Background: an optimization exercise with open tools, aiming at small area, a short achievable clock period and few clock cycles. Do not read the settings as production practice. RTL that was checked went through simulation tests only; none was proved equivalent to the original. Power is estimated from default activity; no workload was simulated. The flow treats the clock pin as an ideal source, which a real chip does not have.

==> run a <==
==> flow/design.v (excerpt) <==
module box3x3_star_detect_top (
   input  logic                           clock,
   input  logic                           reset,
   input  logic                           req_valid,
   output logic                           req_ready,
   input  logic [b3sd_pkg::PIX_W-1:0]     req_pixel,
   output logic                           rsp_valid,
   input  logic                           rsp_ready,
   output logic                           rsp_star,
   output logic                           rsp_end_of_row,
   output logic                           rsp_end_of_frame,
   input  logic                           csr_valid,
   output logic                           csr_ready,
   input  logic [b3sd_pkg::CSR_IDX_W-1:0] csr_index,
   input  logic [b3sd_pkg::CSR_DATA_W-1:0] csr_data
);
export LEC_CHECK = 0
export CAP_MARGIN = 20
export CORE_MARGIN = 2
export CORE_UTILIZATION = 70
export CTS_CLUSTER_DIAMETER = 100
export CTS_CLUSTER_SIZE = 30
export SETUP_SLACK_MARGIN = 3.2
export SLEW_MARGIN = 20
create_clock -name core_clock -period 5.5 [get_ports {clock}]
standard.sh (not shown) runs the stock make flow with config.mk's settings and CLKGATE_MAP_FILE= SYNTH_SCRIPT=/design/flow/synth_recipe.tcl, a recipe that flattens the netlist after the stock synthesis.
==> flow/flow/run.sh <==
#!/bin/bash
# Standard layout with plain buffers on the ports and no CTS dummy loads.
set -euo pipefail
export BUFFER_PORTS_ARGS="-buffer_cell sky130_fd_sc_hd__buf_2"
export CTS_ARGS="-sink_clustering_enable -repair_clock_nets -dont_use_dummy_load -sink_clustering_size 30 -sink_clustering_max_diameter 100"
bash standard.sh > standard.log 2>&1
==> run b: changes against run a <==
--- a/flow/design.v
+++ b/flow/design.v
@@ -36,22 +36,23 @@
    output logic [2*b3sd_pkg::PIX_W-1:0] rd_data
 );
    localparam int PIX_W  = b3sd_pkg::PIX_W;
    localparam int WORD_W = 2 * PIX_W;
    localparam int SLOTS  = b3sd_pkg::MAX_WIDTH;
    logic [WORD_W-1:0] slot [SLOTS];
    always_ff @(posedge clock) begin
-      slot[0] <= wr_en ? {slot[SLOTS-1][PIX_W-1:0], wr_pixel} : slot[SLOTS-1];
+      slot[0] <= slot[SLOTS-1];
+      slot[1] <= wr_en ? {slot[0][PIX_W-1:0], wr_pixel} : slot[0];
    end
-   for (genvar i = 1; i < SLOTS; i++) begin : g_slot
+   for (genvar i = 2; i < SLOTS; i++) begin : g_slot
       always_ff @(posedge clock) begin
          slot[i] <= slot[i-1];
       end
    end
-   assign rd_data = slot[SLOTS-1];
+   assign rd_data = slot[0];
 endmodule
 module box3x3_star_detect_top (
    input  logic                           clock,
    input  logic                           reset,
    input  logic                           req_valid,
    output logic                           req_ready,
    input  logic [b3sd_pkg::PIX_W-1:0]     req_pixel,
@@ -64,16 +65,16 @@
    output logic                           csr_ready,
    input  logic [b3sd_pkg::CSR_IDX_W-1:0] csr_index,
    input  logic [b3sd_pkg::CSR_DATA_W-1:0] csr_data
 );
    localparam int PIX_W  = b3sd_pkg::PIX_W;
    localparam int LVL_W  = b3sd_pkg::LVL_W;
    localparam int VS_W   = 7;    
-   localparam int QDEPTH = 2;    
-   localparam int CAP    = 3;    
+   localparam int QDEPTH = 4;    
+   localparam int CAP    = 4;    
    function automatic logic [10:0] inc11(input logic [10:0] x);
       logic [10:0] p;
       p = x;
       for (int d = 1; d < 11; d = d * 2) begin
          for (int i = 10; i >= d; i--) begin
             p[i] = p[i] & p[i-d];
          end
@@ -101,14 +102,27 @@
          for (int i = 6; i >= d; i--) begin
             g[i] = g[i] | (p[i] & g[i-d]);
             p[i] = p[i] & p[i-d];
          end
       end
       add7 = h ^ {g[5:0], 1'b0};
    endfunction
+   function automatic logic [7:0] add8(input logic [7:0] a, input logic [7:0] b);
+      logic [7:0] g, p, h;
+      g = a & b;
+      p = a ^ b;
+      h = p;
+      for (int d = 1; d < 8; d = d * 2) begin
+         for (int i = 7; i >= d; i--) begin
+            g[i] = g[i] | (p[i] & g[i-d]);
+            p[i] = p[i] & p[i-d];
+         end
+      end
+      add8 = h ^ {g[6:0], 1'b0};
+   endfunction
    logic [7:0]       weff_ff;    
    logic [10:0]      heff_ff;    
    logic [LVL_W-1:0] lvl_ff;
    logic [7:0]       weff_in;
    logic [10:0]      heff_in;
    assign csr_ready = 1'b1;
    always_comb begin
@@ -141,75 +155,100 @@
          endcase
       end
    end
    logic        rdy_ff;
    logic        accept;
    logic [7:0]  c1_ff;       
    logic [10:0] r1_ff;       
+   logic        lc_ff;       
+   logic        lr_ff;       
+   logic        org_ff;      
    logic [6:0]  due_ff;      
-   logic        last_col, last_row, origin, interior;
+   logic        interior;
+   logic [10:0] c1_inc_w, due_inc_w;
    logic [7:0]  c1_inc;
    logic [10:0] r1_inc;
    logic [2*PIX_W-1:0] rd_word;
    assign req_ready = rdy_ff;
    assign accept    = req_valid && rdy_ff;
-   assign last_col = c1_ff >= weff_ff;
-   assign last_row = r1_ff >= heff_ff;
-   assign origin   = (c1_ff == 8'd1) && (r1_ff == 11'd1);
-   assign interior = (c1_ff >= 8'd3) && (r1_ff >= 11'd3);
-   logic [10:0] c1_inc_w, due_inc_w;
-   assign c1_inc_w = inc11({3'b0, c1_ff});
-   assign c1_inc   = c1_inc_w[7:0];
-   assign r1_inc   = inc11(r1_ff);
+   assign interior  = (c1_ff >= 8'd3) && (r1_ff >= 11'd3);
+   assign c1_inc_w  = inc11({3'b0, c1_ff});
+   assign c1_inc    = c1_inc_w[7:0];
+   assign r1_inc    = inc11(r1_ff);
    assign due_inc_w = inc11({4'b0, due_ff});
    always_ff @(posedge clock) begin
       if (reset) begin
          c1_ff <= 8'd1;
          r1_ff <= 11'd1;
       end else if (accept) begin
-         if (last_col) begin
+         if (lc_ff) begin
             c1_ff <= 8'd1;
-            r1_ff <= last_row ? 11'd1 : r1_inc;
+            r1_ff <= lr_ff ? 11'd1 : r1_inc;
          end else begin
             c1_ff <= c1_inc;
          end
       end
    end
    always_ff @(posedge clock) begin
-      due_ff <= (accept && origin) ? 7'd3 : due_inc_w[6:0];
+      if (reset) begin
+         lc_ff  <= 1'b0;
+         lr_ff  <= 1'b0;
+         org_ff <= 1'b1;
+      end else if (accept) begin
+         lc_ff  <= !lc_ff && (c1_inc >= weff_ff);
+         lr_ff  <= lc_ff ? (!lr_ff && (r1_inc >= heff_ff)) : lr_ff;
+         org_ff <= lc_ff && lr_ff;
+      end else begin
+         lc_ff  <= c1_ff >= weff_ff;
+         lr_ff  <= r1_ff >= heff_ff;
+      end
+   end
+   always_ff @(posedge clock) begin
+      due_ff <= (accept && org_ff) ? 7'd3 : due_inc_w[6:0];
+   end
+   logic             s1_v, s1_r, s1_eor, s1_eof;
+   logic [PIX_W-1:0] s1_px;
+   always_ff @(posedge clock) begin
+      s1_v   <= accept;
+      s1_r   <= accept && interior && !reset;
+      s1_eor <= lc_ff;
+      s1_eof <= lc_ff && lr_ff;
+      s1_px  <= req_pixel;
    end
    b3sd_line_ram u_line_ram (
       .clock    (clock),
-      .wr_en    (accept),
-      .wr_pixel (req_pixel),
+      .wr_en    (s1_v),
+      .wr_pixel (s1_px),
       .rd_data  (rd_word)
    );
-   logic             s1_v, s1_r, s1_eor, s1_eof;
-   logic [VS_W-1:0]  s1_vs;
-   logic [VS_W-1:0]  v1_ff, v2_ff;    
-   logic [VS_W-1:0]  v1_in, v2_in;
+   logic             s2_v, s2_r, s2_eor, s2_eof;
+   logic [VS_W-1:0]  s2_vs;
+   logic [VS_W-1:0]  v1_ff;    
+   logic [7:0]       p_ff;     
    logic [9:0]       k_lvl;
-   logic [9:0]       x_in, x_ff;
-   logic [10:0]      y_in, y_ff;
    logic [6:0]       cs_s, cs_c;
    logic [10:0]      st_s, st_c;
    logic             star;
-   assign cs_s = VS_W'(rd_word[2*PIX_W-1:PIX_W] ^ rd_word[PIX_W-1:0] ^ req_pixel);
+   assign cs_s = VS_W'(rd_word[2*PIX_W-1:PIX_W] ^ rd_word[PIX_W-1:0] ^ s1_px);
    assign cs_c = {1'b0, (rd_word[2*PIX_W-1:PIX_W] & rd_word[PIX_W-1:0])
-                      | (rd_word[2*PIX_W-1:PIX_W] & req_pixel)
-                      | (rd_word[PIX_W-1:0] & req_pixel), 1'b0};
+                      | (rd_word[2*PIX_W-1:PIX_W] & s1_px)
+                      | (rd_word[PIX_W-1:0] & s1_px), 1'b0};
    always_ff @(posedge clock) begin
-      s1_v   <= accept;
-      s1_r   <= accept && interior && !reset;
-      s1_eor <= last_col;
-      s1_eof <= last_col && last_row;
-      s1_vs  <= add7(cs_s, cs_c);
+      s2_v   <= s1_v;
+      s2_r   <= s1_r && !reset;
+      s2_eor <= s1_eor;
+      s2_eof <= s1_eof;
+      s2_vs  <= add7(cs_s, cs_c);
+   end
+   always_ff @(posedge clock) begin
+      if (s2_v) begin
+         v1_ff <= s2_vs;
+         p_ff  <= add8({1'b0, s2_vs}, {1'b0, v1_ff});
+      end
    end
-   assign v1_in = s1_v ? s1_vs : v1_ff;
-   assign v2_in = s1_v ? v1_ff : v2_ff;
    always_comb begin
       case (lvl_ff)
          5'd0: k_lvl = 10'd1015;
          5'd1: k_lvl = 10'd1006;
          5'd2: k_lvl = 10'd997;
          5'd3: k_lvl = 10'd988;
          5'd4: k_lvl = 10'd979;
@@ -239,81 +278,73 @@
          5'd28: k_lvl = 10'd763;
          5'd29: k_lvl = 10'd754;
          5'd30: k_lvl = 10'd745;
          5'd31: k_lvl = 10'd736;
          default: k_lvl = 10'd1015;
       endcase
    end
-   assign x_in  = 10'(v1_in) ^ 10'(v2_in) ^ k_lvl;
-   assign y_in  = {(10'(v1_in) & 10'(v2_in)) | (10'(v1_in) & k_lvl) | (10'(v2_in) & k_lvl), 1'b0};
-   always_ff @(posedge clock) begin
-      v1_ff <= v1_in;
-      v2_ff <= v2_in;
-      x_ff  <= x_in;
-      y_ff  <= y_in;
-   end
-   assign st_s = 11'(s1_vs) ^ 11'(x_ff) ^ y_ff;
-   assign st_c = {(10'(s1_vs) & x_ff) | (10'(s1_vs) & y_ff[9:0]) | (x_ff & y_ff[9:0]), 1'b0};
+   assign st_s = 11'(s2_vs) ^ 11'(p_ff) ^ 11'(k_lvl);
+   assign st_c = {(10'(s2_vs) & 10'(p_ff)) | (10'(s2_vs) & k_lvl) | (10'(p_ff) & k_lvl), 1'b0};
    assign star = st_s[10] ^ st_c[10] ^ carry10(st_s[9:0], st_c[9:0]);
    logic [2:0] q_mem [QDEPTH];
-   logic       q_rp, q_wp;
-   logic [1:0] q_cnt;
+   logic [1:0] q_rp, q_wp;
+   logic [2:0] q_cnt;
    logic       out_v;
    logic [2:0] out_w;
    logic [2:0] res_w;
    logic       q_empty, load, take, push, pop;
    logic [2:0] tokens;
    logic       room_keep, room_take, room, due_a, due_n, due;
-   assign res_w   = {star, s1_eor, s1_eof};
-   assign q_empty = (q_cnt == 2'd0);
+   assign res_w   = {star, s2_eor, s2_eof};
+   assign q_empty = (q_cnt == 3'd0);
    assign take    = out_v && rsp_ready;
    assign load    = !out_v || rsp_ready;
    assign pop     = load && !q_empty;
-   assign push    = s1_r && !(load && q_empty);
+   assign push    = s2_r && !(load && q_empty);
    always_ff @(posedge clock) begin
       if (push) begin
          q_mem[q_wp] <= res_w;
       end
    end
    always_ff @(posedge clock) begin
       if (load) begin
          out_w <= q_empty ? res_w : q_mem[q_rp];
       end
    end
    always_ff @(posedge clock) begin
       if (reset) begin
          out_v <= 1'b0;
-         q_rp  <= 1'b0;
-         q_wp  <= 1'b0;
+         q_rp  <= '0;
+         q_wp  <= '0;
          q_cnt <= '0;
       end else begin
          if (load) begin
-            out_v <= !q_empty || s1_r;
+            out_v <= !q_empty || s2_r;
          end
          if (pop) begin
-            q_rp <= !q_rp;
+            q_rp <= q_rp + 2'd1;
          end
          if (push) begin
-            q_wp <= !q_wp;
+            q_wp <= q_wp + 2'd1;
          end
-         q_cnt <= q_cnt + 2'(push) - 2'(pop);
+         q_cnt <= q_cnt + 3'(push) - 3'(pop);
       end
    end
-   assign tokens    = 3'(s1_r) + 3'(q_cnt) + 3'(out_v);
+   assign tokens    = 3'(s1_r) + 3'(s2_r) + q_cnt + 3'(out_v);
    assign room_keep = (tokens + 3'(rdy_ff)) <= 3'(CAP - 1);
    assign room_take = (tokens + 3'(rdy_ff)) <= 3'(CAP);
    assign room      = take ? room_take : room_keep;
-   assign due_a     = !last_col || last_row || c1_ff[7];
-   assign due_n     = origin || (due_ff == c1_ff[6:0]);
+   assign due_a     = !lc_ff || lr_ff || c1_ff[7];
+   assign due_n     = org_ff || (due_ff == c1_ff[6:0]);
    assign due       = accept ? due_a : due_n;
    always_ff @(posedge clock) begin
       if (reset) begin
          rdy_ff <= 1'b1;
       end else begin
-         rdy_ff <= room && due;
+         rdy_ff <= room && due && !csr_valid;
       end
    end
    assign rsp_valid        = out_v;
    assign rsp_star         = out_w[2];
    assign rsp_end_of_row   = out_w[1];
    assign rsp_end_of_frame = out_w[0];
 endmodule
==> flow/run.sh (new file) <==
#!/bin/bash
# synth_recipe.tcl (not shown) runs the flow's synth.tcl, then flattens the netlist and writes it again
# the make line also repeats each setting of config.mk as NAME=value (left out here)
make -C /OpenROAD-flow-scripts/flow DESIGN_CONFIG=/design/flow/config.mk WORK_HOME=/design/flow/orfs CLKGATE_MAP_FILE= SYNTH_SCRIPT=/design/flow/synth_recipe.tcl finish
removed: flow/flow/run.sh
removed: flow/standard.sh
==> run c: changes against run a <==
==> flow/run.sh (new file) <==
#!/bin/bash
# synth_recipe.tcl (not shown) runs the flow's synth.tcl, then flattens the netlist and writes it again
# the make line also repeats each setting of config.mk as NAME=value (left out here)
make -C /OpenROAD-flow-scripts/flow DESIGN_CONFIG=/design/flow/config.mk WORK_HOME=/design/flow/orfs CLKGATE_MAP_FILE= SYNTH_SCRIPT=/design/flow/synth_recipe.tcl finish
CTS_BUF_LIST = sky130_fd_sc_hd__clkbuf_8   (was default)
CTS_CLUSTER_DIAMETER = 80   (was 100)
CTS_CLUSTER_SIZE = 20   (was 30)
removed: flow/flow/run.sh
removed: flow/standard.sh
==> summary.txt <==
	run a	run c	run b
Result of the run	timing/DRC/antenna clean	timing/DRC/antenna clean	timing/DRC/antenna clean
Final layout net count	2077	2103	2165
Launch instance of the worst register-to-register path	y_ff[2]$_DFF_P_	c1_ff[0]$_SDFFE_PP1P_	rdy_ff$_SDFF_PP1_
Area of the multi-input gates	3150 sq um	3130 sq um	4040 sq um
Number of enable flip-flop cells after synthesis	9	9	30
GPL Wtd Cong	0.782	0.783	0.804
Post-route worst hold slack	0.298 ns	0.311 ns	0.311 ns
Simple-gate share of the synthesized area	2.82%	2.82%	3.09%
Number of buffers created by CTS	52	79	52
Proportion of synthesized chip area in sequential cells	89.1%	89.1%	87.2%
Met3 Resource Use GR	2.86%	3.75%	2.94%
Inverters	99	99	58
Pin count of the biggest net entering global routing	44	26	40
Worst-path maximum fanout	2	3	3
Worst-case hold path end point	u_line_ram.slot[54][5]$_DFF_P_	u_line_ram.slot[120][3]$_DFF_P_	u_line_ram.slot[114][9]$_DFF_P_
Worst vdd rail ir drop	0.402 mV	0.311 mV	0.399 mV
Sw frac	21.0%	20.9%	20.9%
Testbench counts of run a, summed over its fixed seeds: cycles 49,168.
Testbench counts of run c, summed over its fixed seeds: cycles 49,168.
For run b, only the layout was checked, not whether the RTL still works.

[static timing again, ports no longer ideal]
How much do the figures lean on ideal ports? The routed layouts below were timed once more, with nothing changed but the port constraints.
Step 1, drivers: a clkbuf_16 drives clock and a buf_2 each remaining input, both assumed.
Step 2 also shifts input and output timing later by t, the mid clock arrival at the registers, as if the neighbouring blocks saw the same clock.
Slacks: ideal ports / drivers / drivers and shift; pairs: ideal ports / drivers.
| run | t, ns | slack for setup (ns) | hold WS [ns] | worst register clock-pin slew, ns | pins driven straight from the clock port |
|---|---|---|---|---|---|
| run a | 0.667 | 3.167 / 3.167 / 2.655 | 0.298 / 0.298 / 0.298 | 0.13 / 0.13 | 1 |
| run b | 0.683 | 3.003 / 3.003 / 2.618 | 0.311 / 0.311 / 0.311 | 0.12 / 0.12 | 1 |
| run c | 0.730 | 3.163 / 3.112 / 2.480 | 0.311 / 0.311 / 0.311 | 0.13 / 0.13 | 1 |
After both steps every run listed still meets setup and hold. For run c, which loses most, drivers alone change the setup slack by -0.051 ns; drivers and shift together by -0.683 ns.
